Background: an optimization exercise with open tools, aiming at small area, a short achievable clock period and few clock cycles per item. Do not read the settings as production practice.
At most, simulation tests tie the RTL to the original design; equivalence was not proved.
No activity file was given, so power comes from the tool's default toggle rates.

## lane 1
// round_robin_time_slice_scheduler
module round_robin_time_slice_scheduler #(
    parameter int MAX_TASKS = 8
) (
    input  logic        i_clk,
    input  logic        i_rst_n,
    input  logic        i_in_valid,
    output logic        o_in_ready,
    input  logic [1:0]  i_in_action,
    input  logic [2:0]  i_in_slot,
    input  logic [7:0]  i_in_burst,
    input  logic [15:0] i_in_arrival,
    output logic        o_out_valid,
    input  logic        i_out_ready,
    output logic [2:0]  o_out_ran_slot,
    output logic        o_out_idle,
    output logic        o_out_completed,
    output logic [15:0] o_out_completion_time,
    output logic        o_out_all_done,
    input  logic        psel,
    input  logic        penable,
    input  logic        pwrite,
    input  logic [2:0]  paddr,
    input  logic [31:0] pwdata,
    output logic [31:0] prdata,
    output logic        pready
);
==> flow/config.mk <==
export PLATFORM = sky130hd
export DESIGN_NAME = round_robin_time_slice_scheduler
export DESIGN_NICKNAME = round_robin_time_slice_scheduler
export VERILOG_FILES = /design/flow/design.v
export SDC_FILE = /design/flow/constraint.sdc
export NUM_CORES = 4
export LEC_CHECK = 0
export CAP_MARGIN = 20
export CORE_MARGIN = 2
export CORE_UTILIZATION = 40
export SLEW_MARGIN = 20
==> flow/constraint.sdc <==
create_clock -name core_clock -period 10.0 [get_ports {i_clk}]
set_input_delay 2.0000 -clock core_clock [delete_from_list [all_inputs] [get_ports {i_clk}]]
set_output_delay 2.0000 -clock core_clock [all_outputs]
set_load 0.01 [all_outputs]
standard.sh (not shown) runs the stock make flow with config.mk's settings and CLKGATE_MAP_FILE= SYNTH_SCRIPT=/design/flow/synth_recipe.tcl, a recipe that flattens the netlist after the stock synthesis.
==> flow/flow/run.sh <==
#!/bin/bash
set -euo pipefail
bash standard.sh SETUP_SLACK_MARGIN=7 "BUFFER_PORTS_ARGS=-buffer_cell sky130_fd_sc_hd__buf_2" finish > standard_flow.log 2>&1
Lane 1 reached the final stage; the timing, design-rule and antenna checks on its layout passed.
diff inputs: lane 1 => lane 2
==> flow/flow/run.sh <==
#!/bin/bash
set -euo pipefail
bash standard.sh SETUP_SLACK_MARGIN=7 "BUFFER_PORTS_ARGS=-buffer_cell sky130_fd_sc_hd__buf_2" CTS_CLUSTER_SIZE=20 CTS_CLUSTER_DIAMETER=80 finish > standard_flow.log 2>&1
## What came out
Compared with lane 1, in lane 2 sequential cell area in the final layout did not really move, routed wire length went down by 2.4%, met2 wire length lost 550 um, number of clock buffer instances in the layout -10, overall power after layout saw a decrease.
Taking lane 1 as the reference, in lane 2 signal arrival time at the worst endpoint shows a reduction of 0.02 ns, final design area excluding fillers shows a reduction of 4.1%.
Lane 2 reached the final stage; the timing, design-rule and antenna checks on its layout passed.
No run of this note included a check of the RTL's function; only the layout flow was run.


## run A
Another version of the RTL of round_robin_time_slice_scheduler (not shown whole).
For scale: about 2100 cells after synthesis, about 130 I/O pins, about 19000 µm² of cells after synthesis.
// round_robin_time_slice_scheduler
module round_robin_time_slice_scheduler #(
    parameter int MAX_TASKS = 8
) (
    input  logic        i_clk,
    input  logic        i_rst_n,
    input  logic        i_in_valid,
    output logic        o_in_ready,
    input  logic [1:0]  i_in_action,
    input  logic [2:0]  i_in_slot,
    input  logic [7:0]  i_in_burst,
    input  logic [15:0] i_in_arrival,
    output logic        o_out_valid,
    input  logic        i_out_ready,
    output logic [2:0]  o_out_ran_slot,
    output logic        o_out_idle,
    output logic        o_out_completed,
    output logic [15:0] o_out_completion_time,
    output logic        o_out_all_done,
    input  logic        psel,
    input  logic        penable,
    input  logic        pwrite,
    input  logic [2:0]  paddr,
    input  logic [31:0] pwdata,
    output logic [31:0] prdata,
    output logic        pready
);
clock: 10.0 ns
lec_check: 0
cap_margin: 20
core_margin: 2
core_utilization: 40
slew_margin: 20
==> flow/flow/run.sh <==
#!/bin/bash
set -euo pipefail
bash standard.sh SETUP_SLACK_MARGIN=7 "BUFFER_PORTS_ARGS=-buffer_cell sky130_fd_sc_hd__buf_2" CTS_CLUSTER_SIZE=20 CTS_CLUSTER_DIAMETER=80 ABC_AREA=1 finish > standard_flow.log 2>&1
Testbench counts of run A, summed over its fixed seeds: cycles 6,637, items 6,509.
diff inputs: run A => run B
==> flow/flow/run.sh <==
#!/bin/bash
set -euo pipefail
bash standard.sh SETUP_SLACK_MARGIN=7 "BUFFER_PORTS_ARGS=-buffer_cell sky130_fd_sc_hd__buf_2" CTS_CLUSTER_SIZE=20 CTS_CLUSTER_DIAMETER=80 finish > standard_flow.log 2>&1
In run B, standard cell area after detailed placement is higher than in run A.
The higher via count of the first global-routing pass came out of run A.
Wire length went up by more than 10% going from run A to run B.
Run comparison: run B most frequent standard cell in the layout excluding fill and tap cells edfxtp_1; run A most frequent standard cell in the layout excluding fill and tap cells nand2_1
Row filler-free cell count of the finished design: run B lower / run A higher
On met3 routing resource usage after global routing: between run A and run B, it ends up higher for run A.
Changes in run C relative to run B:
Settings: setting CTS_CLUSTER_DIAMETER to 80 for the first time; setting CTS_CLUSTER_SIZE to 20 for the first time; setting ABC_AREA to 1 for the first time.
==> flow/flow/run.sh <==
#!/bin/bash
set -euo pipefail
bash standard.sh SETUP_SLACK_MARGIN=7 "BUFFER_PORTS_ARGS=-buffer_cell sky130_fd_sc_hd__buf_2" finish > standard_flow.log 2>&1
==> comparison <==
- Setup WNS run B -> run C: better
- The first-iteration DRC count reported for run C is greater than that of run B by about 1.1%.
- Side by side, total wire length after detailed routing turned out lower in run C than in run B.
- Die area was higher in run B than in run C.
- Multiplexer area fraction after synthesis: run C vs run B down 1.4 points
- Run C vs. run B: minimum clock period after layout saw a decrease, number of nets in the final layout saw an increase.
- Against run B as the reference, run C delivers a higher number of antenna violations at the first check in global routing.
- Run C: cell area is about 4.7% lower than what run B reported.

re-timing with driven ports:
The results above use ideal ports. As a check the final layouts listed here were re-extracted and re-timed, cells and wires unchanged. Step 1 sets driving cells, clkbuf_16 on the clock port and buf_2 on the other inputs (assumed; they add their load-dependent delay and slew). Step 2, shift: input delay + t, output delay - t, t = (earliest + latest rising clock arrival at the registers) / 2. This alone moves slack from input paths to output paths. a / b / c = ideal ports / drivers / drivers and shift; a / b = the first two.
| run | t (ns) | setup slack, ns | hold WS [ns] | clock arrival spread, ns |
|---|---|---|---|---|
| lane 1 | 0.645 | 6.656 / 6.656 / 6.087 | 0.469 / 0.469 / 0.469 | 0.035 / 0.035 |
| lane 2 | 0.645 | 6.683 / 6.683 / 6.131 | 0.472 / 0.472 / 0.472 | 0.026 / 0.026 |
| run A | 0.619 | 6.858 / 6.837 / 6.317 | 0.427 / 0.427 / 0.427 | 0.034 / 0.034 |
| run B | 0.628 | 6.532 / 6.532 / 6.020 | 0.466 / 0.466 / 0.466 | 0.022 / 0.022 |
| run C | 0.619 | 6.858 / 6.837 / 6.317 | 0.427 / 0.427 / 0.427 | 0.034 / 0.034 |
After both steps every run listed still meets setup and hold. For lane 1, which loses most, drivers alone change the setup slack by 0.000 ns; drivers and shift together by -0.569 ns.
